This is an optimization exercise on Yosys and OpenROAD, whose aim is small area, a short achievable clock period and few clock cycles per item, not a production implementation. Function was checked by simulation only, so behaviour that the tests miss may differ from the original.

--- flow/design.v ---
package spmm_pkg;
    localparam int N = 4;
    localparam int W = 8;
    localparam int SPARSE_PCT = 30;
    localparam int DENSE_PCT = 70;
    typedef logic signed [W-1:0] elem_t;
    typedef logic signed [2*W-1:0] prod_t;
    typedef logic [$clog2(N*N)-1:0] idx_t;
    typedef logic [7:0] cnt_t;
    typedef enum logic [1:0] {
        PREC_LOW,
        PREC_MID,
        PREC_HIGH
    } prec_t;
    typedef enum logic [1:0] {
        ENG_DSP,
        ENG_BOOTH,
        ENG_SERIAL
    } engine_t;
    typedef enum logic [1:0] {
        DENS_SPARSE,
        DENS_MEDIUM,
        DENS_DENSE
    } density_t;
endpackage
`timescale 1ns/10ps
module operand_store (
    input  logic            clk,
    input  logic            load_en,
    input  logic            load_sel,
    input  spmm_pkg::idx_t  load_addr,
    input  spmm_pkg::elem_t load_data,
    output logic [16*8-1:0] a_flat,
    output logic [16*8-1:0] b_flat,
    output logic [15:0]     a_nz,
    output logic [15:0]     b_nz,
    output logic [15:0]     a_nz_next,    
    output logic [15:0]     b_nz_next
);
    spmm_pkg::elem_t mem_a [16];
    spmm_pkg::elem_t mem_b [16];
    logic            data_nz;
    assign data_nz = (load_data != '0);
    always_ff @(posedge clk) begin
        for (int e = 0; e < 16; e++) begin
            if (load_en && !load_sel && load_addr == e) begin
                mem_a[e] <= load_data;
                a_nz[e] <= data_nz;
            end
            if (load_en && load_sel && load_addr == e) begin
                mem_b[e] <= load_data;
                b_nz[e] <= data_nz;
            end
        end
    end
    always_comb begin
        for (int e = 0; e < 16; e++) begin
            a_nz_next[e] = (load_en && !load_sel && load_addr == e) ? data_nz : a_nz[e];
            b_nz_next[e] = (load_en && load_sel && load_addr == e) ? data_nz : b_nz[e];
            a_flat[8*e +: 8] = mem_a[e];
            b_flat[8*e +: 8] = mem_b[e];
        end
    end
endmodule
`timescale 1ns/10ps
module result_store (
    input  logic            clk,
    input  logic            clear,        
    input  logic            row_wen,
    input  logic [1:0]      row_sel,
    input  logic [4*16-1:0] row_wdata,
    input  spmm_pkg::idx_t  result_addr,
    output spmm_pkg::prod_t result_data
);
    spmm_pkg::prod_t mem_c [16];
    logic [3:0]      written;
    always_ff @(posedge clk) begin
        if (clear) begin
            written <= '0;
        end else if (row_wen) begin
            written[row_sel] <= 1'b1;
        end
        for (int r = 0; r < 4; r++) begin
            if (row_wen && row_sel == r) begin
                for (int j = 0; j < 4; j++) mem_c[4*r+j] <= row_wdata[16*j +: 16];
            end
        end
    end
    always_ff @(posedge clk) begin
        result_data <= written[result_addr[3:2]] ? mem_c[result_addr] : '0;
    end
endmodule
`timescale 1ns/10ps
module row_sparsity (
    input  logic [3:0]        nz,
    input  spmm_pkg::prec_t   precision,
    output spmm_pkg::engine_t engine
);
    logic ge3;
    logic le1;
    assign ge3 = (nz[0] & nz[1] & (nz[2] | nz[3])) | (nz[2] & nz[3] & (nz[0] | nz[1]));
    assign le1 = !((nz[0] & (nz[1] | nz[2] | nz[3])) | (nz[1] & (nz[2] | nz[3])) | (nz[2] & nz[3]));
    always_comb begin
        if (ge3 && precision == 2'd2) engine = spmm_pkg::ENG_DSP;
        else if (le1 && precision == 2'd0) engine = spmm_pkg::ENG_SERIAL;
        else engine = spmm_pkg::ENG_BOOTH;
    end
endmodule
`timescale 1ns/10ps
module booth_mult (
    input  logic [3:0]  neg,
    input  logic [3:0]  one,
    input  logic [3:0]  two,
    input  logic [7:0]  b,
    input  logic [15:0] acc0,
    input  logic [15:0] acc1,
    output logic [15:0] sum0,
    output logic [15:0] sum1
);
    logic p1;
    logic p2;
    logic p3;
    logic p4;
    logic p5;
    logic p6;
    logic p7;
    logic p8;
    logic p9;
    logic q10;
    logic p11;
    logic p12;
    logic p13;
    logic p14;
    logic p15;
    logic p16;
    logic p17;
    logic p18;
    logic p19;
    logic q20;
    logic p21;
    logic p22;
    logic p23;
    logic p24;
    logic p25;
    logic p26;
    logic p27;
    logic p28;
    logic p29;
    logic q30;
    logic p31;
    logic p32;
    logic p33;
    logic p34;
    logic p35;
    logic p36;
    logic p37;
    logic p38;
    logic p39;
    logic q40;
    logic s41;
    logic c42;
    logic s43;
    logic c44;
    logic s45;
    logic c46;
    logic s47;
    logic c48;
    logic s49;
    logic c50;
    logic s51;
    logic c52;
    logic s53;
    logic c54;
    logic s55;
    logic c56;
    logic s57;
    logic c58;
    logic s59;
    logic c60;
    logic s61;
    logic c62;
    logic s63;
    logic c64;
    logic s65;
    logic c66;
    logic s67;
    logic c68;
    logic s69;
    logic c70;
    logic s71;
    logic c72;
    logic s73;
    logic c74;
    logic s75;
    logic c76;
    logic s77;
    logic c78;
    logic s79;
    logic c80;
    logic s81;
    logic c82;
    logic s83;
    logic c84;
    logic s85;
    logic c86;
    logic s87;
    logic c88;
    logic s89;
    logic c90;
    logic s91;
    logic c92;
    logic s93;
    logic c94;
    logic s95;
    logic c96;
    logic s97;
    logic c98;
    logic s99;
    logic c100;
    logic s101;
    logic c102;
    logic s103;
    logic c104;
    logic s105;
    logic c106;
    logic s107;
    logic c108;
    logic s109;
    logic c110;
    logic s111;
    logic c112;
    logic s113;
    logic c114;
    logic s115;
    logic c116;
    logic s117;
    logic c118;
    logic s119;
    logic c120;
    logic s121;
    logic c122;
    logic s123;
    logic c124;
    logic s125;
    logic c126;
    logic s127;
    logic c128;
    logic s129;
    logic c130;
    logic s131;
    logic c132;
    logic s133;
    logic c134;
    logic s135;
    logic c136;
    logic s137;
    logic c138;
    logic s139;
    logic c140;
    logic s141;
    logic c142;
    logic s143;
    logic c144;
    logic s145;
    logic c146;
    logic s147;
    logic c148;
    logic s149;
    logic c150;
    logic s151;
    logic c152;
    assign p1 = (one[0] & b[0]) ^ neg[0];
    assign p2 = ((one[0] & b[1]) | (two[0] & b[0])) ^ neg[0];
    assign p3 = ((one[0] & b[2]) | (two[0] & b[1])) ^ neg[0];
    assign p4 = ((one[0] & b[3]) | (two[0] & b[2])) ^ neg[0];
    assign p5 = ((one[0] & b[4]) | (two[0] & b[3])) ^ neg[0];
    assign p6 = ((one[0] & b[5]) | (two[0] & b[4])) ^ neg[0];
    assign p7 = ((one[0] & b[6]) | (two[0] & b[5])) ^ neg[0];
    assign p8 = ((one[0] & b[7]) | (two[0] & b[6])) ^ neg[0];
    assign p9 = ((one[0] & b[7]) | (two[0] & b[7])) ^ neg[0];
    assign q10 = ~p9;
    assign p11 = (one[1] & b[0]) ^ neg[1];
    assign p12 = ((one[1] & b[1]) | (two[1] & b[0])) ^ neg[1];
    assign p13 = ((one[1] & b[2]) | (two[1] & b[1])) ^ neg[1];
    assign p14 = ((one[1] & b[3]) | (two[1] & b[2])) ^ neg[1];
    assign p15 = ((one[1] & b[4]) | (two[1] & b[3])) ^ neg[1];
    assign p16 = ((one[1] & b[5]) | (two[1] & b[4])) ^ neg[1];
    assign p17 = ((one[1] & b[6]) | (two[1] & b[5])) ^ neg[1];
    assign p18 = ((one[1] & b[7]) | (two[1] & b[6])) ^ neg[1];
    assign p19 = ((one[1] & b[7]) | (two[1] & b[7])) ^ neg[1];
    assign q20 = ~p19;
    assign p21 = (one[2] & b[0]) ^ neg[2];
    assign p22 = ((one[2] & b[1]) | (two[2] & b[0])) ^ neg[2];
    assign p23 = ((one[2] & b[2]) | (two[2] & b[1])) ^ neg[2];
    assign p24 = ((one[2] & b[3]) | (two[2] & b[2])) ^ neg[2];
    assign p25 = ((one[2] & b[4]) | (two[2] & b[3])) ^ neg[2];
    assign p26 = ((one[2] & b[5]) | (two[2] & b[4])) ^ neg[2];
    assign p27 = ((one[2] & b[6]) | (two[2] & b[5])) ^ neg[2];
    assign p28 = ((one[2] & b[7]) | (two[2] & b[6])) ^ neg[2];
    assign p29 = ((one[2] & b[7]) | (two[2] & b[7])) ^ neg[2];
    assign q30 = ~p29;
    assign p31 = (one[3] & b[0]) ^ neg[3];
    assign p32 = ((one[3] & b[1]) | (two[3] & b[0])) ^ neg[3];
    assign p33 = ((one[3] & b[2]) | (two[3] & b[1])) ^ neg[3];
    assign p34 = ((one[3] & b[3]) | (two[3] & b[2])) ^ neg[3];
    assign p35 = ((one[3] & b[4]) | (two[3] & b[3])) ^ neg[3];
    assign p36 = ((one[3] & b[5]) | (two[3] & b[4])) ^ neg[3];
    assign p37 = ((one[3] & b[6]) | (two[3] & b[5])) ^ neg[3];
    assign p38 = ((one[3] & b[7]) | (two[3] & b[6])) ^ neg[3];
    assign p39 = ((one[3] & b[7]) | (two[3] & b[7])) ^ neg[3];
    assign q40 = ~p39;
    assign s41 = acc0[6] ^ acc1[6];
    assign c42 = acc0[6] & acc1[6];
    assign s43 = acc0[7] ^ acc1[7];
    assign c44 = acc0[7] & acc1[7];
    assign s45 = ~(acc0[8] ^ acc1[8]);
    assign c46 = acc0[8] | acc1[8];
    assign s47 = ~acc0[9];
    assign c48 = acc0[9];
    assign s49 = acc0[2] ^ acc1[2];
    assign c50 = acc0[2] & acc1[2];
    assign s51 = acc0[3] ^ acc1[3];
    assign c52 = acc0[3] & acc1[3];
    assign s53 = acc0[4] ^ acc1[4] ^ neg[2];
    assign c54 = (acc0[4] & acc1[4]) | (acc0[4] & neg[2]) | (acc1[4] & neg[2]);
    assign s55 = p5 ^ p13;
    assign c56 = p5 & p13;
    assign s57 = acc0[5] ^ acc1[5] ^ p6;
    assign c58 = (acc0[5] & acc1[5]) | (acc0[5] & p6) | (acc1[5] & p6);
    assign s59 = p14 ^ p22;
    assign c60 = p14 & p22;
    assign s61 = neg[3] ^ s41 ^ p7;
    assign c62 = (neg[3] & s41) | (neg[3] & p7) | (s41 & p7);
    assign s63 = p15 ^ p23 ^ p31;
    assign c64 = (p15 & p23) | (p15 & p31) | (p23 & p31);
    assign s65 = c42 ^ s43 ^ p8;
    assign c66 = (c42 & s43) | (c42 & p8) | (s43 & p8);
    assign s67 = p16 ^ p24 ^ p32;
    assign c68 = (p16 & p24) | (p16 & p32) | (p24 & p32);
    assign s69 = c44 ^ s45 ^ p17;
    assign c70 = (c44 & s45) | (c44 & p17) | (s45 & p17);
    assign s71 = p25 ^ p33 ^ q10;
    assign c72 = (p25 & p33) | (p25 & q10) | (p33 & q10);
    assign s73 = acc1[9] ^ s47 ^ c46;
    assign c74 = (acc1[9] & s47) | (acc1[9] & c46) | (s47 & c46);
    assign s75 = p18 ^ p26 ^ p34;
    assign c76 = (p18 & p26) | (p18 & p34) | (p26 & p34);
    assign s77 = acc0[10] ^ acc1[10] ^ c48;
    assign c78 = (acc0[10] & acc1[10]) | (acc0[10] & c48) | (acc1[10] & c48);
    assign s79 = p27 ^ p35 ^ q20;
    assign c80 = (p27 & p35) | (p27 & q20) | (p35 & q20);
    assign s81 = ~(acc0[11] ^ acc1[11]);
    assign c82 = acc0[11] | acc1[11];
    assign s83 = p28 ^ p36;
    assign c84 = p28 & p36;
    assign s85 = acc0[12] ^ acc1[12] ^ p37;
    assign c86 = (acc0[12] & acc1[12]) | (acc0[12] & p37) | (acc1[12] & p37);
    assign s87 = ~acc0[13];
    assign c88 = acc0[13];
    assign s89 = acc0[0] ^ acc1[0];
    assign c90 = acc0[0] & acc1[0];
    assign s91 = acc0[1] ^ acc1[1];
    assign c92 = acc0[1] & acc1[1];
    assign s93 = neg[1] ^ s49 ^ p3;
    assign c94 = (neg[1] & s49) | (neg[1] & p3) | (s49 & p3);
    assign s95 = c50 ^ s51 ^ p4;
    assign c96 = (c50 & s51) | (c50 & p4) | (s51 & p4);
    assign s97 = c52 ^ p21 ^ s53;
    assign c98 = (c52 & p21) | (c52 & s53) | (p21 & s53);
    assign s99 = c54 ^ c56 ^ s59;
    assign c100 = (c54 & c56) | (c54 & s59) | (c56 & s59);
    assign s101 = c60 ^ c58 ^ s61;
    assign c102 = (c60 & c58) | (c60 & s61) | (c58 & s61);
    assign s103 = c62 ^ c64 ^ s65;
    assign c104 = (c62 & c64) | (c62 & s65) | (c64 & s65);
    assign s105 = c66 ^ c68 ^ s69;
    assign c106 = (c66 & c68) | (c66 & s69) | (c68 & s69);
    assign s107 = s73 ^ c70 ^ c72;
    assign c108 = (s73 & c70) | (s73 & c72) | (c70 & c72);
    assign s109 = s77 ^ c74 ^ c76;
    assign c110 = (s77 & c74) | (s77 & c76) | (c74 & c76);
    assign s111 = s81 ^ c78 ^ s83;
    assign c112 = (s81 & c78) | (s81 & s83) | (c78 & s83);
    assign s113 = c82 ^ q30 ^ c84;
    assign c114 = (c82 & q30) | (c82 & c84) | (q30 & c84);
    assign s115 = acc1[13] ^ s87 ^ p38;
    assign c116 = (acc1[13] & s87) | (acc1[13] & p38) | (s87 & p38);
    assign s117 = acc0[14] ^ acc1[14] ^ c88;
    assign c118 = (acc0[14] & acc1[14]) | (acc0[14] & c88) | (acc1[14] & c88);
    assign s119 = ~acc0[15];
    assign c120 = acc0[15];
    assign s121 = neg[0] ^ s89;
    assign c122 = neg[0] & s89;
    assign s123 = c90 ^ s91 ^ p2;
    assign c124 = (c90 & s91) | (c90 & p2) | (s91 & p2);
    assign s125 = c92 ^ p11 ^ s93;
    assign c126 = (c92 & p11) | (c92 & s93) | (p11 & s93);
    assign s127 = p12 ^ c94 ^ s95;
    assign c128 = (p12 & c94) | (p12 & s95) | (c94 & s95);
    assign s129 = s55 ^ c96 ^ s97;
    assign c130 = (s55 & c96) | (s55 & s97) | (c96 & s97);
    assign s131 = s57 ^ c98 ^ s99;
    assign c132 = (s57 & c98) | (s57 & s99) | (c98 & s99);
    assign s133 = s63 ^ c100 ^ s101;
    assign c134 = (s63 & c100) | (s63 & s101) | (c100 & s101);
    assign s135 = s67 ^ c102 ^ s103;
    assign c136 = (s67 & c102) | (s67 & s103) | (c102 & s103);
    assign s137 = s71 ^ c104 ^ s105;
    assign c138 = (s71 & c104) | (s71 & s105) | (c104 & s105);
    assign s139 = s75 ^ c106 ^ s107;
    assign c140 = (s75 & c106) | (s75 & s107) | (c106 & s107);
    assign s141 = s79 ^ c108 ^ s109;
    assign c142 = (s79 & c108) | (s79 & s109) | (c108 & s109);
    assign s143 = c80 ^ c110 ^ s111;
    assign c144 = (c80 & c110) | (c80 & s111) | (c110 & s111);
    assign s145 = s85 ^ s113 ^ c112;
    assign c146 = (s85 & s113) | (s85 & c112) | (s113 & c112);
    assign s147 = c86 ^ s115 ^ c114;
    assign c148 = (c86 & s115) | (c86 & c114) | (s115 & c114);
    assign s149 = s117 ^ q40 ^ c116;
    assign c150 = (s117 & q40) | (s117 & c116) | (q40 & c116);
    assign s151 = acc1[15] ^ s119 ^ c118;
    assign c152 = (acc1[15] & s119) | (acc1[15] & c118) | (s119 & c118);
    assign sum0 = {s151, s149, c146, c144, c142, c140, c138, c136, c134, c132, c130, c128, c126, c124, c122, s121};
    assign sum1 = {c150, c148, s147, s145, s143, s141, s139, s137, s135, s133, s131, s129, s127, s125, s123, p1};
endmodule
`timescale 1ns/10ps
module mac_unit (
    input  logic            clk,
    input  logic [3:0]      a_neg,
    input  logic [3:0]      a_one,
    input  logic [3:0]      a_two,
    input  logic [4*8-1:0]  b_row,
    input  logic            cont,
    output logic [4*16-1:0] c_row
);
    logic [4*16-1:0] acc0;
    logic [4*16-1:0] acc1;
    logic [4*16-1:0] sum0;
    logic [4*16-1:0] sum1;
    for (genvar j = 0; j < 4; j++) begin : g_col
        booth_mult u_mult (
            .neg  (a_neg),
            .one  (a_one),
            .two  (a_two),
            .b    (b_row[8*j +: 8]),
            .acc0 (cont ? acc0[16*j +: 16] : 16'd0),
            .acc1 (cont ? acc1[16*j +: 16] : 16'd0),
            .sum0 (sum0[16*j +: 16]),
            .sum1 (sum1[16*j +: 16])
        );
        assign c_row[16*j +: 16] = acc0[16*j +: 16] + acc1[16*j +: 16];
    end
    always_ff @(posedge clk) begin
        acc0 <= sum0;
        acc1 <= sum1;
    end
endmodule
`timescale 1ns/10ps
module spmm_control (
    input  logic              clk,
    input  logic              reset,
    input  logic              start,
    input  spmm_pkg::prec_t   precision,
    input  logic [16*8-1:0]   a_flat,
    input  logic [16*8-1:0]   b_flat,
    input  logic [15:0]       a_nz,
    input  logic [15:0]       b_nz,
    input  logic [15:0]       a_nz_next,
    input  logic [15:0]       b_nz_next,
    output logic              busy_o,
    output logic              done,
    output logic              sel_valid,
    output spmm_pkg::engine_t sel_engine,
    output spmm_pkg::cnt_t    macs_executed,
    output spmm_pkg::cnt_t    macs_skipped,
    output logic              c_clear,
    output logic [3:0]        mac_neg,
    output logic [3:0]        mac_one,
    output logic [3:0]        mac_two,
    output logic [4*8-1:0]    mac_b,
    output logic              mac_cont,
    output logic              wr_valid,
    output logic [1:0]        wr_row
);
    logic [15:0] pending;       
    logic [15:0] mask_next;
    logic        busy;
    logic [15:0] src;
    logic [15:0] pick;
    logic [15:0] pick_below;    
    logic [1:0]  pick_row;
    logic [3:0]  pick_k_hot;
    logic [7:0]  pick_a;
    logic [31:0] pick_b;
    logic [2:0]  pick_cnt;
    logic [2:0]  b_row_cnt [4];
    logic        mac_valid;
    logic [1:0]  mac_row;
    logic [2:0]  mac_cnt;
    logic [1:0]  sel_row;
    logic [6:0]  exec_cnt;
    logic [6:0]  skip_cnt;
    spmm_pkg::engine_t row_eng [4];
    logic        launch;
    logic        finish;
    for (genvar k = 0; k < 4; k++) begin : g_brow
        assign b_row_cnt[k] = 3'(b_nz[4*k]) + 3'(b_nz[4*k+1]) + 3'(b_nz[4*k+2]) + 3'(b_nz[4*k+3]);
    end
    for (genvar r = 0; r < 4; r++) begin : g_class
        row_sparsity u_class (
            .nz        (a_nz[4*r +: 4]),
            .precision (precision),
            .engine    (row_eng[r])
        );
    end
    always_comb begin
        pick_below[0] = src[0];
        for (int e = 1; e < 16; e++) pick_below[e] = pick_below[e-1] | src[e];
    end
    always_comb begin
        for (int e = 0; e < 16; e++)
            mask_next[e] = a_nz_next[e] & (|b_nz_next[4*(e%4) +: 4]);
    end
    always_comb begin
        src = pending;
        pick = src & ~{pick_below[14:0], 1'b0};
        pick_row = '0;
        pick_a = '0;
        for (int e = 0; e < 16; e++) begin
            pick_row |= pick[e] ? 2'(e / 4) : 2'd0;
            pick_a |= pick[e] ? a_flat[8*e +: 8] : 8'd0;
        end
        pick_b = '0;
        pick_cnt = '0;
        for (int k = 0; k < 4; k++) begin
            pick_k_hot[k] = pick[k] | pick[k+4] | pick[k+8] | pick[k+12];
            pick_b |= pick_k_hot[k] ? b_flat[32*k +: 32] : 32'd0;
            pick_cnt |= pick_k_hot[k] ? b_row_cnt[k] : 3'd0;
        end
    end
    assign launch = start && !busy;
    assign c_clear = launch;
    assign finish = busy && pending == '0 && !mac_valid && (!sel_valid || sel_row[1]);
    always_ff @(posedge clk or posedge reset) begin
        if (reset) begin
            busy <= 1'b0;
            busy_o <= 1'b0;
            done <= 1'b0;
            sel_valid <= 1'b0;
            sel_row <= '0;
            exec_cnt <= '0;
            skip_cnt <= '0;
            mac_valid <= 1'b0;
            wr_valid <= 1'b0;
        end else begin
            done <= 1'b0;
            mac_valid <= (launch || busy) && src != '0;
            wr_valid <= mac_valid;
            if (launch) begin
                busy <= 1'b1;
                busy_o <= 1'b1;
                sel_valid <= 1'b1;
                sel_row <= '0;
                exec_cnt <= '0;
                skip_cnt <= 7'd64;
            end else begin
                if (sel_valid) begin
                    sel_row <= sel_row + 1'b1;
                    if (sel_row == 2'd3) sel_valid <= 1'b0;
                end
                if (finish) begin
                    busy <= 1'b0;
                    busy_o <= 1'b0;
                    done <= 1'b1;
                end
                if (mac_valid) begin
                    exec_cnt <= exec_cnt + 7'(mac_cnt);
                    skip_cnt <= skip_cnt - 7'(mac_cnt);
                end
            end
        end
    end
    always_ff @(posedge clk) begin
        if (launch || (busy && !finish)) pending <= src & ~pick;
        else pending <= mask_next;
        mac_row <= pick_row;
        mac_cnt <= pick_cnt;
        mac_cont <= busy && mac_valid && mac_row == pick_row;
        mac_b <= pick_b;
        for (int d = 0; d < 4; d++) begin
            logic b2, b1, b0;
            b2 = pick_a[2*d+1];
            b1 = pick_a[2*d];
            b0 = (d == 0) ? 1'b0 : pick_a[2*d-1];
            mac_neg[d] <= b2 & ~(b1 & b0);
            mac_one[d] <= b1 ^ b0;
            mac_two[d] <= (b2 & ~b1 & ~b0) | (~b2 & b1 & b0);
        end
        wr_row <= mac_row;
        if (launch) sel_engine <= row_eng[0];
        else if (sel_valid) sel_engine <= row_eng[sel_row + 2'd1];
    end
    assign macs_executed = {1'b0, exec_cnt};
    assign macs_skipped = {1'b0, skip_cnt};
endmodule
`timescale 1ns/10ps
module spmm_top (
    input  logic              clk,
    input  logic              reset,
    input  logic              load_en,
    input  logic              load_sel,
    input  spmm_pkg::idx_t    load_addr,
    input  spmm_pkg::elem_t   load_data,
    input  spmm_pkg::prec_t   precision,
    input  logic              start,
    output logic              busy,
    output logic              done,
    output logic              sel_valid,
    output spmm_pkg::engine_t sel_engine,
    output spmm_pkg::cnt_t    macs_executed,
    output spmm_pkg::cnt_t    macs_skipped,
    input  spmm_pkg::idx_t    result_addr,
    output spmm_pkg::prod_t   result_data
);
    logic [16*8-1:0] a_flat;
    logic [16*8-1:0] b_flat;
    logic [15:0]     a_nz;
    logic [15:0]     b_nz;
    logic [15:0]     a_nz_next;
    logic [15:0]     b_nz_next;
    logic            c_clear;
    logic [3:0]      mac_neg;
    logic [3:0]      mac_one;
    logic [3:0]      mac_two;
    logic [4*8-1:0]  mac_b;
    logic            mac_cont;
    logic            wr_valid;
    logic [1:0]      wr_row;
    logic [4*16-1:0] c_row;
    operand_store u_operands (
        .clk       (clk),
        .load_en   (load_en),
        .load_sel  (load_sel),
        .load_addr (load_addr),
        .load_data (load_data),
        .a_flat    (a_flat),
        .b_flat    (b_flat),
        .a_nz      (a_nz),
        .b_nz      (b_nz),
        .a_nz_next (a_nz_next),
        .b_nz_next (b_nz_next)
    );
    spmm_control u_control (
        .clk           (clk),
        .reset         (reset),
        .start         (start),
        .precision     (precision),
        .a_flat        (a_flat),
        .b_flat        (b_flat),
        .a_nz          (a_nz),
        .b_nz          (b_nz),
        .a_nz_next     (a_nz_next),
        .b_nz_next     (b_nz_next),
        .busy_o        (busy),
        .done          (done),
        .sel_valid     (sel_valid),
        .sel_engine    (sel_engine),
        .macs_executed (macs_executed),
        .macs_skipped  (macs_skipped),
        .c_clear       (c_clear),
        .mac_neg       (mac_neg),
        .mac_one       (mac_one),
        .mac_two       (mac_two),
        .mac_b         (mac_b),
        .mac_cont      (mac_cont),
        .wr_valid      (wr_valid),
        .wr_row        (wr_row)
    );
    mac_unit u_mac (
        .clk   (clk),
        .a_neg (mac_neg),
        .a_one (mac_one),
        .a_two (mac_two),
        .b_row (mac_b),
        .cont  (mac_cont),
        .c_row (c_row)
    );
    result_store u_results (
        .clk         (clk),
        .clear       (c_clear),
        .row_wen     (wr_valid),
        .row_sel     (wr_row),
        .row_wdata   (c_row),
        .result_addr (result_addr),
        .result_data (result_data)
    );
endmodule
--- flow/run.sh ---
#!/bin/bash
# synth_recipe.tcl (not shown) runs the flow's synth.tcl, then flattens the netlist and writes it again
# the make line also repeats each setting of config.mk as NAME=value (left out here)
make -C /OpenROAD-flow-scripts/flow DESIGN_CONFIG=/design/flow/config.mk WORK_HOME=/design/flow/orfs CLKGATE_MAP_FILE= SYNTH_SCRIPT=/design/flow/synth_recipe.tcl finish
--- flow/config.mk ---
export PLATFORM = sky130hd
export DESIGN_NAME = spmm_top
export DESIGN_NICKNAME = spmm_top
export VERILOG_FILES = /design/flow/design.v
export SDC_FILE = /design/flow/constraint.sdc
export NUM_CORES = 4
export LEC_CHECK = 0
export CAP_MARGIN = 20
export CORE_MARGIN = 2
export CORE_UTILIZATION = 40
export SETUP_SLACK_MARGIN = 4.5
export SLEW_MARGIN = 20
--- flow/constraint.sdc ---
create_clock -name core_clock -period 7.0 [get_ports {clk}]
set_input_delay 1.4000 -clock core_clock [delete_from_list [all_inputs] [get_ports {clk}]]
set_output_delay 1.4000 -clock core_clock [all_outputs]
set_load 0.01 [all_outputs]
==> flow_metrics.py, run 1 <==
metrics = {
    "synthesis": {
        "synth.distinct_cells": 78,
        "synth_top_family_by_area": "adder cells",
        "synth-simple-area-share_pct": 8.45,
        "async_flop_share_pct": 2.68,
        "synth-compound-area-share_pct": 11.2,
        "synthMuxAreaShare_pct": 0.226,
        "yosysWarnings": 11,
        "yosys.area_share.adder_pct": 13.7,
        "syn-cell-area_sq_mm": 0.0366,
        "avgSynthCellArea_sq_um": 12.8,
        "synth_xor_area_share_pct": 5.24,
        "yosysSeqAreaShare_pct": 57.2,
        "dominantRegCellSynth": "edfxtp_1",
        "netlist_instances": 2856,
        "ys_seq_elements": 783,
        "synth_edf_count": 514,
    },
    "global_route": {
        "grt_max_degree": 66,
        "antenna_found_initial": 1,
        "grt_usage_pct": 20.7,
        "grt_overflow": 0,
        "grt_pass1_wl_microns": 148000,
        "grt_pass1_vias": 24500,
    },
    "clock_tree": {
        "cts_buffers": 84,
        "clk_path_buf_depth": 3,
        "cts_sinks": 783,
        "htree_levels": 3,
        "cts_root_buf": "clkbuf_16",
        "clkLatencyLatePin_ns": 0.65,
        "tritoncts": "yes",
        "clk_pin_slew_ns": 0.06,
    },
    "setup_path": {
        "cp_max_fo": 6,
        "start_kind": "flop",
        "cp_cell_sequence": "buf_6 > buf_16 > buf_8 > nand2_4 > ha_4 > inv_2 > fa_1 > inv_2 > fa_2 > inv_2 > fa_2",
        "critPathLaunch": "u_control.mac_cont",
        "r2r_cells": 11,
        "critPathArrivalTime_ns": 3.33,
        "crit_type": "reg2reg",
        "worstSetupEndpointType": "flop",
        "r2r-end": "u_mac.acc1[25]",
        "reg2reg_slack_ns": 4.25,
        "critPathCapture": "u_mac.acc1[25]",
        "cp.required_ns": 7.58,
        "crit_path_max_incr_delay_ns": 0.53,
        "crit_path_top_delay_cell": "fa_2",
        "r2r-start": "u_control.mac_cont",
        "critPathMostFrequentCell": "inv_2",
    },
    "final_layout": {
        "diodes": 0,
        "area_growth_pct": 23.2,
        "drive_above_1_share_pct": 23.5,
        "final_common_cell": "edfxtp_1",
        "fin_nets": 3378,
        "fin_cells": 4306,
        "final_util_pct": 49.9,
        "final_cell_mix": "edfxtp_1, a22oi_1, dfxtp_1",
    },
    "sta": {
        "period_share_pct": 39.2,
        "rsz0062_at_grt": "yes",
        "fin_skew_ns": 0.0313,
        "hold_viol": 0,
        "worst_pin_slew_ns": 1.04,
        "finalSetupTns_ns": 0,
        "fmax_mhz": 364,
        "hold_slack_ns": 0.388,
        "final.min_clock_period_ns": 2.75,
        "relSlewSlack_pct": 30.4,
        "finalSetupViolCount": 0,
        "drv_slew": 0,
    },
    "detailed_routing": {
        "routed-via-count": 23800,
        "routed_wl_microns": 100000,
        "drtIter0Drc": 2113,
        "ant_nets": 0,
        "wl_per_cell_microns": 23.3,
        "vias_per_cell": 5.52,
        "firstDrtPassIters": 9,
        "drc": 0,
    },
    "floorplan": {
        "die_area_sq_mm": 0.0939,
        "core-area_sq_mm": 0.0903,
        "boundaryPins": 60,
        "die_w_microns": 306,
        "fp.dieH_microns": 306,
        "num_rows": 110,
        "start_util_pct": 40.5,
    },
    "run_status": {
        "outcome": "finished clean",
    },
    "placement": {
        "place_congestion": 0.897,
        "dpl.hpwl_microns": 61600,
        "port_buffers": 57,
        "place_inst": 3979,
    },
    "job": {
        "maxCapViolCount": 0,
    },
    "worst_hold_path": {
        "hold_class": "reg2reg",
    },
}
[layout make-up]
class	instances	area, sq um
Clock inverter	51	482
Clock buffer	106	2270
Sequential cell	783	21000
Timing Repair Buffer	262	3050
Fill cell	7597	45200
Multi-Input combinational cell	1718	16000
Inverter	210	800
Tap cell	1176	1470
[critical path, delay by kind of cell (launching register included)]
family	cells	cell delay [ns]
simple gates	1	0.05
buf+inv	6	0.52
flops	1	0.41
fa+ha+maj	4	1.68
[routing by layer]
| metal | global-route usage, % | vias up | routed length, microns |
|---|---|---|---|
| met3 | 3.19 | 201 | 5150 |
| met4 | 7.16 | 2 | 3190 |
| met2 | 35.9 | 826 | 51000 |
| met1 | 26.4 | 12000 | 41100 |
| met5 | 0 | - | 9 |
| li1 | - | 10700 | - |
[cells in the mapped netlist (20+ instances only)]
cell      instances  area (sq um)
nor3_1           38           190
a21oi_1          60           300
clkbuf_2         23           115
nand3_1          53           265
nor2_1          131           492
xnor2_1         176          1540
fa_1            170          3400
a221oi_1         20           175
dfrtp_1          21           526
inv_1           207           777
a22oi_1         212          1590
dfxtp_1         248          4960
a222oi_1         48           480
nand2_1         213           800
ha_1            126          1580
clkbuf_1         94           353
xor2_1           43           377
a22o_1           20           175
edfxtp_1        514         15400
nand4_1          24           150
o21ai_0          70           350
and2_1           86           538
[worst min path at each step]
| stage | slack, ns | end | start | depth (start not counted) |
|---|---|---|---|---|
| floorplan | 0.35 | u_control.wr_row[1] | u_control.mac_row[1] | 0 |
| global placement | 0.38 | u_control.wr_row[0] | u_control.mac_row[0] | 0 |
| detailed placement | 0.38 | u_control.wr_row[0] | u_control.mac_row[0] | 0 |
| CTS | 0.39 | u_control.wr_row[1] | u_control.mac_row[1] | 0 |
| global route | 0.41 | u_control.wr_row[1] | u_control.mac_row[1] | 0 |
| finish | 0.39 | u_control.wr_row[1] | u_control.mac_row[1] | 0 |
[sequential cells by signal (all words and copies together), names as in the netlist, 7 cells and up]
signal                 count
u_control.exec_cnt         7
u_control.mac_b           32
u_control.pending         16
u_control.skip_cnt         7
u_mac.acc0                64
u_mac.acc1                64
u_operands.a_nz           16
u_operands.b_nz           16
u_operands.mem_a         128
u_operands.mem_b         128
u_results.mem_c          256
u_results.result_data     16
[cells by family after synthesis]
| logic type | after synthesis |
|---|---|
| adders and majority gates | 300 |
| and+or+nand+nor | 633 |
| buffers and inverters | 358 |
| other | 1 |
| AOI/OAI and AO/OA | 555 |
| DFF | 783 |
| muxes | 7 |
| xor gates and xnor gates | 219 |
[stage by stage]
step                cell area (sq um)  setup WS, ns
CTS                             44000          4.22
global route                    45100          4.18
detailed placement              38800          2.84
floorplan                       37500          4.25
finish                          45100          4.25
global placement                38800          2.95
[timing repair]
action,in CTS,in global routing
gates resized for setup,502,148
hold buffers,0,0
setup buffers,103,43
gates cloned,13,11
setup endpoints to repair,606,366
pin swaps,152,81
Testbench counts, summed over its fixed seeds: cycles 8,139, jobs 192.
==> inputs of run 2 (changes only) <==
--- a/flow/config.mk
+++ b/flow/config.mk
@@ -7,2 +7,3 @@
 export LEC_CHECK = 0
+export ABC_AREA = 1
 export CAP_MARGIN = 20
==> run 2 against run 1 <==
Compared with the run above:
- final cell count is 15% higher
- area after synthesis is 2.2% higher
- clock skew is 0.012 ns higher
- largest cell class unchanged
==> flow_metrics.py, run 2 <==
metrics = {
    "floorplan": {
        "core-area_sq_mm": 0.0930,
        "num_rows": 112,
        "die_area_sq_mm": 0.0960,
        "start_util_pct": 40.2,
        "boundaryPins": 60,
        "fp.dieH_microns": 310,
        "die_w_microns": 310,
    },
    "final_layout": {
        "regMostFlops": "u_results.mem_c",
        "area_growth_pct": 24.0,
        "fin_nets": 3932,
        "largest_reg_flops": 256,
        "drive_above_1_share_pct": 21.2,
        "reg.largest.list": "u_results.mem_c: 256 flops, u_operands.mem_a: 128 flops, u_operands.mem_b: 128 flops",
        "final_common_cell": "nand2_1",
        "fill_cells": 8203,
        "final_cell_mix": "nand2_1, edfxtp_1, inv_1",
        "diodes": 0,
    },
    "global_route": {
        "grt_pass1_wl_microns": 160000,
        "grt_pass1_vias": 25900,
        "grt_usage_pct": 22.3,
        "antenna_found_initial": 2,
        "grt_max_degree": 66,
        "grt_overflow": 0,
    },
    "placement": {
        "dpl.hpwl_microns": 65800,
        "place_congestion": 0.826,
        "dp_slack_ns": 2.38,
        "port_buffers": 57,
    },
    "synthesis": {
        "avgSynthCellArea_sq_um": 11.2,
        "yosysWarnings": 11,
        "synth.distinct_cells": 57,
        "dominantRegCellSynth": "edfxtp_1",
        "netlist_instances": 3332,
        "netlist_top_cells_area": "edfxtp_1, dfxtp_1, fa_1",
        "yosysSeqAreaShare_pct": 56.0,
        "ys_seq_elements": 783,
        "synth_top_area_cell": "edfxtp_1",
        "yosysMostFrequentCell": "nand2_1",
        "async_flop_share_pct": 2.68,
        "syn-cell-area_sq_mm": 0.0374,
        "synthTopCellsByCount": "nand2_1, edfxtp_1, inv_1",
        "synth_edf_count": 514,
        "synth_top_area_share_pct": 41.3,
    },
    "detailed_routing": {
        "routed-via-count": 25700,
        "vias_per_cell": 5.20,
        "routed_wl_microns": 107000,
        "wl_per_cell_microns": 21.6,
        "firstDrtPassIters": 6,
        "drc": 0,
        "drtIter0Drc": 2352,
        "ant_nets": 0,
    },
    "setup_path": {
        "crit_type": "reg2reg",
        "worstSetupEndpointType": "flop",
        "reg2reg_slack_ns": 4.32,
        "critPathArrivalTime_ns": 3.26,
        "start_kind": "flop",
        "cp_max_fo": 10,
        "cp.required_ns": 7.58,
    },
    "sta": {
        "worst_pin_slew_ns": 1.04,
        "finalSetupViolCount": 0,
        "setup_ws_ns": 4.32,
        "finalSetupTns_ns": 0,
        "drv_slew": 0,
        "rsz0062_at_grt": "yes",
        "relSlewSlack_pct": 30.4,
        "final.min_clock_period_ns": 2.68,
        "fin_skew_ns": 0.0437,
        "period_share_pct": 38.3,
        "fmax_mhz": 373,
        "hold_viol": 0,
    },
    "worst_hold_path": {
        "hold_class": "reg2reg",
    },
    "job": {
        "maxCapViolCount": 0,
    },
    "clock_tree": {
        "clk_path_buf_depth": 3,
        "cts_sinks": 783,
        "clk_pin_slew_ns": 0.06,
        "tritoncts": "yes",
        "clkLatencyLatePin_ns": 0.68,
        "htree_levels": 3,
        "cts_root_buf": "clkbuf_16",
        "cts_buffers": 85,
    },
    "run_status": {
        "outcome": "finished clean",
    },
}
-- run 2: cell count changes after synthesis, sizes merged, moves of 86 or more --
cell and change:
xor2 +154, a22oi -210, inv +261, nand2 +363, o22ai +108, and2 -86
xnor2 -162
-- run 2: stage by stage --
step | hold WS [ns] | std cells | util [%] | area [sq um]
6_report | 0.393 | 4940 | 49.9 | 46400
5_1_grt | 0.405 | 4940 | 49.9 | 46400
4_1_cts | 0.391 | 4893 | 48.7 | 45300
3_5_place_dp | 0.387 | 4581 | 42.9 | 39900
3_3_place_gp | 0.389 | 4579 | 42.9 | 39900
2_1_floorplan | 0.349 | 3333 | - | 38200
-- run 2: cells by family after synthesis --
| logic type | after synthesis | synth area share (%) |
|---|---|---|
| flops | 783 | 56.0 |
| fa+ha+maj | 296 | 13.3 |
| simple gates | 1022 | 11.7 |
| other cells | 1 | 0.0100 |
| buf+inv | 569 | 5.93 |
| compound gates | 450 | 8.10 |
| xor+xnor | 211 | 4.94 |
-- run 2: critical path, stage by stage (launching register included) --
cell and delay [ns]:
dfxtp_4 0.47, buf_16 0.18, nand2_1 0.05, inv_1 0.05
ha_1 0.24, fa_1 0.51, inv_1 0.05, fa_1 0.48
inv_1 0.05, fa_2 0.50
-- run 2: final timing paths --
kind / cells after the start / to / start
worst max-delay path: 9 / u_mac.acc1[23] / u_control.mac_cont
worst min-delay path: 0 / u_control.wr_row[1] / u_control.mac_row[1]
worst max register to register: 9 / u_mac.acc1[23] / u_control.mac_cont
worst min register to register: 0 / u_control.wr_row[1] / u_control.mac_row[1]
max in group asynchronous: 2 / u_control.busy / reset
min in group asynchronous: 2 / u_control.exec_cnt[4] / reset
-- run 2: final cells by class --
type,instances,area [sq um],share of cell area [%]
timing repair buffer,284,3250,7.01
tap,1254,1570,3.38
clock inverter,37,378,0.815
sequential,783,21000,45.3
multi-input combinational,1983,15900,34.2
clock buffer,123,2420,5.22
inverter,473,1890,4.07
timing repair inverter,3,20.0,0.0432
-- run 2: timing repair --
item | 4_1_cts | 5_1_grt
cloned | 22 | 4
endpoints found under the hold margin | 0 | 0
endpoints found under the setup margin | 422 | 269
resized for setup | 485 | 199
pin swaps | 65 | 60
setup buffers | 130 | 43
hold buffers | 0 | 0
-- run 2: routing by layer --
metal,global-route usage [%],part of all wire [%],up-vias
li1,-,-,12000
met1,29.5,43,12700
met2,37.7,49,864
met3,2.76,5.4,205
met4,7.72,3.2,2
met5,0,0.012,-
==> inputs of run 3 (changes only) <==
--- a/flow/config.mk
+++ b/flow/config.mk
@@ -7,3 +7,2 @@
 export LEC_CHECK = 0
-export ABC_AREA = 1
 export CAP_MARGIN = 20
@@ -11,3 +10,3 @@
 export CORE_UTILIZATION = 40
-export SETUP_SLACK_MARGIN = 4.5
+export SETUP_SLACK_MARGIN = 5.0
 export SLEW_MARGIN = 20
==> run 3 against run 2 <==
Compared with the run above:
- first-iteration DRC count increased by 5.4%
- fmax shrank 2.4%
- highest routed layer is now met4
- flip-flop and latch count unchanged
- still clean on timing, DRC and antenna
- critical path type unchanged
- utilization is 5.5 points higher
- wire length rose by 7.8%
==> flow_metrics.py, run 3 <==
metrics = {
    "run_status": {
        "outcome": "finished clean",
    },
    "global_route": {
        "antenna_found_initial": 2,
        "grt_max_degree": 66,
        "grt_pass1_wl_microns": 163000,
        "grt_overflow": 0,
        "grt_usage_pct": 23.1,
        "grt_pass1_vias": 25900,
    },
    "sta": {
        "final.min_clock_period_ns": 2.74,
        "worst_pin_slew_ns": 1.04,
        "drv_slew": 0,
        "finalSetupViolCount": 0,
        "hold_viol": 0,
        "fin_skew_ns": 0.0376,
        "finalSetupTns_ns": 0,
        "relSlewSlack_pct": 30.9,
        "hold_slack_ns": 0.365,
        "rsz0062_at_grt": "yes",
        "fmax_mhz": 364,
        "period_share_pct": 39.2,
    },
    "synthesis": {
        "async_flop_share_pct": 2.68,
        "synth_edf_count": 514,
        "synth.distinct_cells": 78,
        "synth_top_area_cell": "edfxtp_1",
        "yosysSeqAreaShare_pct": 57.2,
        "netlist_instances": 2856,
        "netlist_top_cells_area": "edfxtp_1, dfxtp_1, fa_1",
        "ys_seq_elements": 783,
        "avgSynthCellArea_sq_um": 12.8,
        "dominantRegCellSynth": "edfxtp_1",
        "yosysMostFrequentCell": "edfxtp_1",
        "synthTopCellsByCount": "edfxtp_1, dfxtp_1, nand2_1",
        "yosysWarnings": 11,
        "synth_top_area_share_pct": 42.2,
        "syn-cell-area_sq_mm": 0.0366,
    },
    "worst_hold_path": {
        "hold_class": "reg2reg",
    },
    "final_layout": {
        "area_growth_pct": 36.5,
        "reg.largest.list": "u_results.mem_c: 256 flops, u_operands.mem_a: 128 flops, u_operands.mem_b: 128 flops",
        "stdcell_area_sq_mm": 0.0499,
        "fin_nets": 3584,
        "regMostFlops": "u_results.mem_c",
        "final_cell_mix": "edfxtp_1, buf_4, dfxtp_1",
        "fin_cells": 4512,
        "final_common_cell": "edfxtp_1",
        "largest_reg_flops": 256,
        "drive_above_1_share_pct": 41.3,
        "fill_cells": 6966,
    },
    "placement": {
        "port_buffers": 57,
        "place_inst": 3973,
        "postPlaceCellArea_sq_mm": 0.0395,
        "dpl.hpwl_microns": 62000,
        "place_congestion": 0.865,
    },
    "clock_tree": {
        "cts_sinks": 783,
        "tritoncts": "yes",
        "htree_levels": 3,
        "clkLatencyLatePin_ns": 0.67,
        "clk_pin_slew_ns": 0.06,
        "clk_path_buf_depth": 3,
        "cts_buffers": 82,
        "ctsHoldBuffers": 0,
        "cts_root_buf": "clkbuf_16",
    },
    "floorplan": {
        "core-area_sq_mm": 0.0903,
        "num_rows": 110,
        "boundaryPins": 60,
        "die_w_microns": 306,
        "start_util_pct": 40.5,
        "fp.dieH_microns": 306,
        "die_area_sq_mm": 0.0939,
    },
    "detailed_routing": {
        "drc": 0,
        "vias_per_cell": 5.65,
        "wl_per_cell_microns": 25.5,
        "drtIter0Drc": 2479,
        "firstDrtPassIters": 6,
        "routed-via-count": 25500,
        "ant_nets": 0,
        "routed_wl_microns": 115000,
    },
    "setup_path": {
        "crit_path_max_incr_delay_ns": 0.52,
        "reg2reg_slack_ns": 4.26,
        "cp_cell_sequence": "buf_12 > buf_8 > buf_16 > buf_6 > nand2_4 > inv_2 > fa_2 > inv_2 > fa_2 > inv_2 > fa_2",
        "cp_max_fo": 8,
        "start_kind": "flop",
        "critPathArrivalTime_ns": 3.34,
        "crit_path_top_delay_cell": "fa_2",
        "worstSetupEndpointType": "flop",
        "crit_type": "reg2reg",
        "cp.required_ns": 7.60,
    },
    "job": {
        "maxCapViolCount": 0,
    },
}
run 3: cell types whose count changed after synthesis, sizes merged, moves of 67 or more:
cell / before / now
nor2: 210 / 131
and2: 0 / 86
clkbuf: 50 / 117
xnor2: 14 / 176
inv: 470 / 209
o22ai: 114 / 6
xor2: 197 / 43
nand2: 576 / 213
a22oi: 2 / 212
run 3: routing by layer:
| metal | share of wire (%) | GRT usage [%] | vias to the layer above |
|---|---|---|---|
| met5 | 0 | 0 | - |
| met4 | 5.1 | 9.46 | 0 |
| met3 | 6.2 | 4.09 | 349 |
| met2 | 51 | 40.8 | 1116 |
| met1 | 38 | 27.9 | 12900 |
| li1 | - | - | 11200 |
run 3: worst max-delay path: cells and delay by family (launching register included):
kind	cells	cell delay [ns]
buffers and inverters	7	0.67
adder cells (fa/ha/maj)	3	1.55
AND/OR/NAND/NOR	1	0.05
flip-flops	1	0.40
run 3: cell type report:
class                   instances  area (sq um)  area share, %
flip-flops and latches        783         21100           42.2
repair buffers                466          5840           11.7
diodes                          3          7.51         0.0150
multi-input cells            1722         18000           36.1
well taps                    1176          1470           2.95
clock inverters                39           365          0.732
clock buffers                 113          2290           4.59
inverters                     210           845           1.69
run 3: kinds of logic after synthesis:
family / synth area share, %
flip-flops: 57.2
multiplexers: 0.226
AO/OA/AOI/OAI: 11.2
buffers and inverters: 3.97
adder cells (fa/ha/maj): 13.7
XOR/XNOR: 5.24
AND/OR/NAND/NOR: 8.45
other: 0.0103
run 3: path summary, 6_finish.rpt:
kind                       cells after the start               endpoint                 start
setup / recovery                              11         u_mac.acc1[58]    u_control.mac_cont
hold / removal                                 0    u_control.wr_row[0]  u_control.mac_row[0]
setup reg to reg                              11         u_mac.acc1[58]    u_control.mac_cont
hold reg to reg                                0    u_control.wr_row[0]  u_control.mac_row[0]
max in group asynchronous                      2    u_control.sel_valid                 reset
min in group asynchronous                      2  u_control.skip_cnt[3]                 reset
run 3: what timing repair did:
item                       in CTS  in global routing
pin swaps                     232                255
cloned                         31                 12
resized for setup             811                350
buffers inserted              237                104
setup endpoints to repair     707                727
run 3: metrics by stage:
stage / util [%] / setup slack [ns]
global route: 55.3 / 4.12
detailed placement: 43.7 / 2.80
CTS: 52.5 / 4.25
global placement: 43.7 / 2.94
floorplan: - / 4.28
finish: 55.3 / 4.26
==> inputs of run 4 (changes only) <==
--- a/flow/config.mk
+++ b/flow/config.mk
@@ -9,3 +9,5 @@
 export CORE_MARGIN = 2
-export CORE_UTILIZATION = 40
+export CORE_UTILIZATION = 60
+export CTS_CLUSTER_DIAMETER = 60
+export CTS_CLUSTER_SIZE = 30
 export SETUP_SLACK_MARGIN = 5.0
==> run 4 against run 3 <==
Compared with the run above:
- non-clock buffer count grew 46
- largest cell class unchanged
- critical endpoint is now u_results.mem_c[7][14]
==> flow_metrics.py, run 4 <==
metrics = {
    "setup_path": {
        "cp_max_fo": 4,
        "crit_path_top_delay_cell": "o41ai_2",
        "cp_cell_sequence": "ha_4 > inv_2 > fa_2 > nor2b_1 > o21a_1 > o21ai_2 > a2111oi_4 > nor3_2 > o41ai_2 > a21oi_2 > xnor2_2 > buf_4",
        "worst-path-buf-inv": 2,
        "critPathArrivalTime_ns": 3.17,
        "cp_top_family": "compound AO/OA/AOI/OAI gates",
        "cp.required_ns": 7.42,
        "crit_path_max_incr_delay_ns": 0.39,
        "worstSetupEndpointType": "flop",
        "start_kind": "flop",
        "crit_type": "reg2reg",
    },
    "sta": {
        "hold_viol": 0,
        "fin_skew_ns": 0.0406,
        "final.min_clock_period_ns": 2.75,
        "fmax_mhz": 363,
        "rsz0062_at_grt": "yes",
        "finalSetupTns_ns": 0,
        "relSlewSlack_pct": 32.1,
        "period_share_pct": 39.3,
        "worst_pin_slew_ns": 1.02,
        "finalSetupViolCount": 0,
        "drv_slew": 0,
    },
    "detailed_routing": {
        "routed_wl_microns": 120000,
        "wl_per_cell_microns": 29.3,
        "routed-via-count": 26600,
        "ant_nets": 0,
        "firstDrtPassIters": 9,
        "drtIter0Drc": 3085,
        "drc": 0,
        "vias_per_cell": 6.47,
    },
    "final_layout": {
        "area_growth_pct": 35.4,
        "regMostFlops": "u_results.mem_c",
        "largest_reg_flops": 256,
        "stdcell_area_sq_mm": 0.0495,
        "final_cell_mix": "edfxtp_1, buf_4, dfxtp_1",
        "final_common_cell": "edfxtp_1",
        "fill_cells": 3096,
        "drive_above_1_share_pct": 42.9,
        "reg.largest.list": "u_results.mem_c: 256 flops, u_operands.mem_a: 128 flops, u_operands.mem_b: 128 flops",
        "final_util_pct": 82.1,
        "fin_nets": 3599,
        "fin_cells": 4104,
    },
    "synthesis": {
        "netlist_top_cells_area": "edfxtp_1, dfxtp_1, fa_1",
        "yosysMostFrequentCell": "edfxtp_1",
        "netlist_instances": 2856,
        "synth_top_area_share_pct": 42.2,
        "async_flop_share_pct": 2.68,
        "synthTopCellsByCount": "edfxtp_1, dfxtp_1, nand2_1",
        "synth.distinct_cells": 78,
        "avgSynthCellArea_sq_um": 12.8,
        "yosysWarnings": 11,
        "syn-cell-area_sq_mm": 0.0366,
        "synth_edf_count": 514,
        "synth_top_area_cell": "edfxtp_1",
        "dominantRegCellSynth": "edfxtp_1",
        "yosysSeqAreaShare_pct": 57.2,
        "ys_seq_elements": 783,
    },
    "clock_tree": {
        "cts_sinks": 783,
        "ctsHoldBuffers": 0,
        "cts_root_buf": "clkbuf_16",
        "clkLatencyLatePin_ns": 0.66,
        "htree_levels": 2,
        "cts_buffers": 49,
        "clk_pin_slew_ns": 0.11,
        "tritoncts": "yes",
        "clk_path_buf_depth": 3,
    },
    "placement": {
        "place_congestion": 0.856,
        "dpl.hpwl_microns": 60300,
        "postPlaceCellArea_sq_mm": 0.0390,
        "place_inst": 3581,
        "port_buffers": 57,
    },
    "floorplan": {
        "die_area_sq_mm": 0.0629,
        "die_w_microns": 251,
        "core-area_sq_mm": 0.0604,
        "fp.dieH_microns": 251,
        "num_rows": 90,
        "boundaryPins": 60,
        "start_util_pct": 60.6,
    },
    "global_route": {
        "grt_max_degree": 66,
        "grt_overflow": 0,
        "antenna_found_initial": 4,
        "grt_pass1_vias": 26500,
        "grt_pass1_wl_microns": 169000,
        "grt_usage_pct": 36.4,
    },
    "job": {
        "maxCapViolCount": 0,
    },
    "worst_hold_path": {
        "hold_class": "reg2reg",
    },
    "run_status": {
        "outcome": "finished clean",
    },
}
==> run 4: cell counts after synthesis <==
No cell type changed its count.
==> run 4: area by class of cell <==
cell class / instances / area (sq um) / share of cell area, %
Clock buffer: 58 / 1340 / 2.71
Sequential cell: 783 / 21100 / 42.5
Inverter: 210 / 876 / 1.77
Multi-Input combinational cell: 1723 / 18200 / 36.8
Timing Repair inverter: 1 / 11.3 / 0.0227
Antenna cell: 1 / 2.50 / 0.00505
Timing Repair Buffer: 512 / 6510 / 13.1
Tap cell: 782 / 978 / 1.98
Clock inverter: 34 / 510 / 1.03
==> run 4: logic make-up after synthesis <==
family                     count (synthesis)  share of synthesized area (%)
DFF                                      783                           57.2
and+or+nand+nor                          633                           8.45
AOI/OAI and AO/OA                        555                           11.2
buffers and inverters                    358                           3.97
adders and majority gates                300                           13.7
xor gates and xnor gates                 219                           5.24
muxes                                      7                          0.226
other                                      1                         0.0103
==> run 4: repair_timing <==
| action | CTS | global route |
|---|---|---|
| buffers inserted | 288 | 91 |
| cloned | 48 | 3 |
| endpoints found under the setup margin | 676 | 610 |
| pin swaps | 274 | 201 |
| resized for setup | 935 | 316 |
==> run 4: stage by stage <==
stage / setup WS [ns] / hold WS (ns)
after CTS: 4.27 / 0.373
after global placement: 3.09 / 0.362
after global routing: 4.13 / 0.387
after floorplan: 4.28 / 0.349
after detailed placement: 2.99 / 0.359
final: 4.25 / 0.377
==> run 4: worst paths after layout <==
path | startpoint | end | slack (ns) | cells past startpoint
worst min register to register | u_control.mac_row[1] | u_control.wr_row[1] | 0.38 | 0
worst max register to register | u_mac.acc1[48] | u_results.mem_c[7][14] | 4.25 | 12
min in group asynchronous | reset | u_control.exec_cnt[5] | 1.11 | 2
worst min-delay path | u_control.mac_row[1] | u_control.wr_row[1] | 0.38 | 0
worst max-delay path | u_mac.acc1[48] | u_results.mem_c[7][14] | 4.25 | 12
max in group asynchronous | reset | u_control.busy | 5.55 | 2
==> run 4: worst register-to-register path, cell delays in order, from the launching register on <==
cell and delay [ns]:
dfxtp_2 0.37, ha_4 0.14, inv_2 0.04, fa_2 0.33
nor2b_1 0.13, o21a_1 0.17, o21ai_2 0.09, a2111oi_4 0.35
nor3_2 0.11, o41ai_2 0.39, a21oi_2 0.12, xnor2_2 0.14
buf_4 0.15
==> run 4: per-layer routing <==
layer / wire length [microns] / global-route usage [%] / vias up / share of wire (%)
li1: - / - / 11200 / -
met1: 41600 / 44.4 / 13300 / 35
met2: 59100 / 61.7 / 1618 / 49
met3: 10300 / 5.90 / 453 / 8.6
met4: 9120 / 21.6 / 6 / 7.6
met5: 39 / 0 / - / 0.032
==> inputs of run 5 (changes only) <==
--- a/flow/config.mk
+++ b/flow/config.mk
@@ -9,6 +9,6 @@
 export CORE_MARGIN = 2
-export CORE_UTILIZATION = 60
+export CORE_UTILIZATION = 40
 export CTS_CLUSTER_DIAMETER = 60
 export CTS_CLUSTER_SIZE = 30
-export SETUP_SLACK_MARGIN = 5.0
+export SETUP_SLACK_MARGIN = 4.5
 export SLEW_MARGIN = 20
==> run 5 against run 4 <==
Compared with the run above:
- area after synthesis unchanged
- worst setup slack got worse by 0.049 ns
==> flow_metrics.py, run 5 <==
metrics = {
    "global_route": {
        "grt_pass1_wl_microns": 147000,
        "met3_usage_pct": 2.65,
        "grt_max_degree": 66,
        "use_met1_pct": 26.0,
        "grt_overflow": 0,
        "grt_pass1_vias": 24200,
        "gr-max-usage-layer": "met2",
        "grt_usage_pct": 20.3,
        "antenna_found_initial": 1,
        "grt_use_met2_pct": 35.4,
    },
    "final_layout": {
        "final_cell_mix": "edfxtp_1, dfxtp_1, a22oi_1",
        "regMostFlops": "u_results.mem_c",
        "final_common_cell": "edfxtp_1",
        "diodes": 0,
        "reg.largest.list": "u_results.mem_c: 256 flops, u_operands.mem_a: 128 flops, u_operands.mem_b: 128 flops",
        "stdcell_area_sq_mm": 0.0450,
        "largest_reg_flops": 256,
        "area_growth_pct": 23.1,
        "fin_nets": 3389,
        "drive_above_1_share_pct": 25.0,
    },
    "synthesis": {
        "yosysSeqAreaShare_pct": 57.2,
        "synth_top_area_cell": "edfxtp_1",
        "netlist_instances": 2856,
        "synth.distinct_cells": 78,
        "synth_top_area_share_pct": 42.2,
        "synthTopCellsByCount": "edfxtp_1, dfxtp_1, nand2_1",
        "yosysMostFrequentCell": "edfxtp_1",
        "netlist_top_cells_area": "edfxtp_1, dfxtp_1, fa_1",
        "dominantRegCellSynth": "edfxtp_1",
        "yosysWarnings": 11,
        "avgSynthCellArea_sq_um": 12.8,
        "async_flop_share_pct": 2.68,
        "synth_edf_count": 514,
        "syn-cell-area_sq_mm": 0.0366,
        "ys_seq_elements": 783,
    },
    "sta": {
        "fin_skew_ns": 0.0508,
        "final.min_clock_period_ns": 2.80,
        "relSlewSlack_pct": 31.2,
        "period_share_pct": 40.0,
        "finalSetupViolCount": 0,
        "drv_slew": 0,
        "rsz0062_at_grt": "yes",
        "finalSetupTns_ns": 0,
        "worst_pin_slew_ns": 1.03,
        "fmax_mhz": 357,
        "hold_viol": 0,
    },
    "floorplan": {
        "die_w_microns": 306,
        "num_rows": 110,
        "die_area_sq_mm": 0.0939,
        "fp.dieH_microns": 306,
        "core-area_sq_mm": 0.0903,
        "start_util_pct": 40.5,
        "boundaryPins": 60,
    },
    "detailed_routing": {
        "ant_nets": 0,
        "routed_wl_microns": 101000,
        "wl_per_cell_microns": 23.4,
        "routed-via-count": 23700,
        "firstDrtPassIters": 6,
        "drc": 0,
        "vias_per_cell": 5.52,
        "drtIter0Drc": 2193,
    },
    "setup_path": {
        "cp_max_fo": 6,
        "critPathArrivalTime_ns": 3.40,
        "cp_cell_sequence": "buf_12 > buf_12 > and2_4 > ha_4 > fa_1 > inv_2 > fa_2 > inv_1 > fa_2",
        "start_kind": "flop",
        "worstSetupEndpointType": "flop",
        "crit_type": "reg2reg",
        "worst-path-buf-inv": 4,
        "cp.required_ns": 7.60,
        "cp_top_family": "adder cells",
        "crit_path_top_delay_cell": "fa_1",
        "crit_path_max_incr_delay_ns": 0.55,
    },
    "clock_tree": {
        "cts_sinks": 783,
        "clkLatencyLatePin_ns": 0.68,
        "clk_path_buf_depth": 3,
        "htree_levels": 2,
        "clk_pin_slew_ns": 0.08,
        "ctsHoldBuffers": 0,
        "tritoncts": "yes",
        "cts_buffers": 61,
        "cts_root_buf": "clkbuf_16",
    },
    "worst_hold_path": {
        "hold_class": "reg2reg",
    },
    "placement": {
        "place_congestion": 0.897,
        "dpl.hpwl_microns": 61600,
        "postPlaceCellArea_sq_mm": 0.0388,
        "port_buffers": 57,
    },
    "job": {
        "maxCapViolCount": 0,
    },
    "run_status": {
        "outcome": "finished clean",
    },
}
run 5: cell counts after synthesis:
Identical to the previous run, type by type.
run 5: final cells by class:
cell class | instances | area (sq um)
Fill cell | 7553 | 45200
Clock buffer | 66 | 1580
Timing Repair Buffer | 295 | 3370
Multi-Input combinational cell | 1719 | 16000
Clock inverter | 50 | 753
Sequential cell | 783 | 21000
Inverter | 210 | 797
Tap cell | 1176 | 1470
run 5: repair_timing:
| item | in CTS | in global routing |
|---|---|---|
| gates cloned | 10 | 21 |
| setup endpoints to repair | 598 | 357 |
| pin swaps | 133 | 108 |
| buffers inserted | 106 | 67 |
| gates resized for setup | 485 | 201 |
run 5: final timing paths:
check / start / endpoint / slack [ns] / depth (start not counted)
setup / recovery: u_control.mac_cont / u_mac.acc1[39] / 4.20 / 9
hold / removal: u_control.mac_row[0] / u_control.wr_row[0] / 0.41 / 0
setup reg to reg: u_control.mac_cont / u_mac.acc1[39] / 4.20 / 9
hold reg to reg: u_control.mac_row[0] / u_control.wr_row[0] / 0.41 / 0
max in group asynchronous: reset / u_control.sel_valid / 5.23 / 2
min in group asynchronous: reset / u_control.sel_row[1] / 1.21 / 2
run 5: logic make-up after synthesis:
kind of cell    share of synthesized area [%]
compound gates                           11.2
xor+xnor                                 5.24
other cells                            0.0103
mux                                     0.226
buf+inv                                  3.97
fa+ha+maj                                13.7
simple gates                             8.45
flops                                    57.2
run 5: stage by stage:
stage / hold slack [ns] / util (%) / instances / worst slack, ns
after global routing: 0.417 / 49.9 / 4299 / 4.14
after global placement: 0.384 / 43.0 / 3978 / 2.95
after CTS: 0.406 / 48.1 / 4211 / 4.22
after floorplan: 0.349 / - / 2857 / 4.25
after detailed placement: 0.377 / 43.0 / 3979 / 2.84
final: 0.410 / 49.9 / 4299 / 4.20
run 5: routing by layer:
layer  routed length, microns  up-vias
met5                        7        -
met4                     3440        2
met3                     5350      196
met2                    51100      826
met1                    40700    12000
li1                         -    10700
==> inputs of run 6 (changes only) <==
--- a/flow/config.mk
+++ b/flow/config.mk
@@ -7,2 +7,3 @@
 export LEC_CHECK = 0
+export ABC_AREA = 1
 export CAP_MARGIN = 20
==> run 6 against run 5 <==
Compared with the run above:
- via count is 7.9% higher
- final cell count is 14% higher
- fmax is 4.3% higher
- clock skew fell by 0.0074 ns
- flip-flop and latch count unchanged
- count of clock-buffer cells in the layout fell by 6
- utilization shrank 0.050 points
- hold slack worse by 0.013 ns
- still clean on timing, DRC and antenna
- largest cell class unchanged
- register-to-register slack gained 0.11 ns
- global-route usage increased by 1.7 points
- first-iteration DRC count up 22%
==> flow_metrics.py, run 6 <==
metrics = {
    "synthesis": {
        "synth_xor_area_share_pct": 4.94,
        "synth_top_area_share_pct": 41.3,
        "netlist_top_cells_area": "edfxtp_1, dfxtp_1, fa_1",
        "yosysWarnings": 11,
        "synth_edf_count": 514,
        "yosysSeqAreaShare_pct": 56.0,
        "synth-compound-area-share_pct": 8.10,
        "avgSynthCellArea_sq_um": 11.2,
        "synthTopCellsByCount": "nand2_1, edfxtp_1, inv_1",
        "synthMuxAreaShare_pct": 0,
    },
    "clock_tree": {
        "cts_root_buf": "clkbuf_16",
        "cts_sinks": 783,
        "clkLatencyLatePin_ns": 0.70,
    },
    "setup_path": {
        "crit_path_top_delay_cell": "fa_1",
        "reg2reg_slack_ns": 4.31,
        "cp_max_fo": 10,
        "cp_cell_sequence": "buf_16 > nand2_1 > inv_1 > ha_1 > fa_1 > inv_1 > fa_1 > inv_1 > fa_2",
        "critPathArrivalTime_ns": 3.30,
        "start_kind": "flop",
    },
    "worst_hold_path": {
        "hold_class": "reg2reg",
    },
    "placement": {
        "dpl.hpwl_microns": 65800,
    },
    "global_route": {
        "grt_overflow": 0,
        "grt_pass1_wl_microns": 158000,
    },
    "final_layout": {
        "drive_above_1_share_pct": 22.3,
        "largest_reg_flops": 256,
    },
    "detailed_routing": {
        "ant_nets": 0,
        "drtIter0Drc": 2681,
    },
    "run_status": {
        "outcome": "finished clean",
    },
    "sta": {
        "worst_pin_slew_ns": 1.04,
    },
    "floorplan": {
        "start_util_pct": 40.2,
    },
}
## run 6: cell count changes after synthesis, moves of 44 or more
cell | previous run | this run
nand2_1 | 213 | 571
nor2_1 | 131 | 203
nand4_1 | 24 | 88
xor2_1 | 43 | 197
xnor2_1 | 176 | 14
nand3_1 | 53 | 112
a222oi_1 | 48 | 0
o22ai_1 | 6 | 114
a22oi_1 | 212 | 2
and2_1 | 86 | 0
clkbuf_1 | 94 | 50
inv_1 | 207 | 457
## run 6: per-layer routing
layer | vias to the layer above | GRT usage, % | part of all wire [%]
li1 | 11900 | - | -
met1 | 12600 | 29.0 | 42
met3 | 179 | 3.16 | 6.0
met2 | 871 | 37.2 | 49
met4 | 4 | 7.72 | 3.6
met5 | - | 0 | 0.024
## run 6: cell families after synthesis
family | count (synthesis)
AND/OR/NAND/NOR | 1022
flip-flops | 783
buffers and inverters | 569
AO/OA/AOI/OAI | 450
adder cells (fa/ha/maj) | 296
XOR/XNOR | 211
other | 1
## run 6: final timing paths
path	start	endpoint	depth (start not counted)
worst max register to register	u_control.mac_cont	u_mac.acc1[23]	9
min in group asynchronous	reset	u_control.skip_cnt[5]	2
worst max-delay path	u_control.mac_cont	u_mac.acc1[23]	9
worst min-delay path	u_control.mac_row[1]	u_control.wr_row[1]	0
max in group asynchronous	reset	u_control.busy	2
worst min register to register	u_control.mac_row[1]	u_control.wr_row[1]	0
## run 6: metrics by stage
| step | setup WS [ns] | util, % | instances | hold slack, ns |
|---|---|---|---|---|
| 2_1_floorplan | 3.58 | - | 3333 | 0.349 |
| 3_3_place_gp | 2.39 | 42.9 | 4579 | 0.389 |
| 3_5_place_dp | 2.38 | 42.9 | 4581 | 0.387 |
| 4_1_cts | 4.30 | 48.6 | 4857 | 0.417 |
| 5_1_grt | 4.25 | 49.8 | 4905 | 0.426 |
| 6_report | 4.31 | 49.8 | 4905 | 0.397 |
## run 6: final cells by class
cell class | instances | area (sq um)
Fill cell | 8146 | 46700
Sequential cell | 783 | 21000
Multi-Input combinational cell | 1983 | 16000
Timing Repair Buffer | 296 | 3420
Inverter | 473 | 1880
Tap cell | 1254 | 1570
Clock buffer | 60 | 1500
Clock inverter | 54 | 1010
Timing Repair inverter | 2 | 15.0
## run 6: critical path: cells and delay by family, from the launching register on
family | cells | cell delay (ns)
buffers and inverters | 4 | 0.33
flip-flops | 1 | 0.50
adder cells (fa/ha/maj) | 4 | 1.73
AND/OR/NAND/NOR | 1 | 0.05
## run 6: what timing repair did
item / in CTS / in global routing
hold endpoints to repair: 0 / 0
resized for setup: 509 / 205
pin swaps: 74 / 59
setup buffers: 137 / 44
endpoints found under the setup margin: 392 / 291
cloned: 25 / 4

-- re-timing with driven ports --
No port has a modelled driver above. Below, the same layouts with a new extraction and two added sets of constraints.
Step 1 assumes that a clkbuf_16 drives the clock port and a buf_2 every other input.
Step 2 moves the port delays by t, midway between the first and last clock arrival at a register: inputs arrive t later, outputs are due t later. That takes back most of the time a late clock gives input paths.
a / b / c = ideal / step 1 / step 2; a / b = the first two.
| run | t (ns) | setup WS [ns] | worst slew at a driven data input, ns |
|---|---|---|---|
| run 1 | 0.701 | 4.254 / 4.254 / 3.799 | 0.09 |
| run 2 | 0.722 | 4.321 / 4.317 / 3.821 | 0.04 |
| run 3 | 0.718 | 4.255 / 4.255 / 3.944 | 0.09 |
| run 4 | 0.702 | 4.249 / 4.249 / 3.891 | 0.17 |
| run 5 | 0.712 | 4.199 / 4.199 / 3.810 | 0.08 |
| run 6 | 0.739 | 4.314 / 4.305 / 3.762 | 0.04 |
After both steps every run listed still meets setup and hold. The setup slack of run 6, which loses most, moves by -0.009 ns with the drivers and by -0.552 ns with both steps.
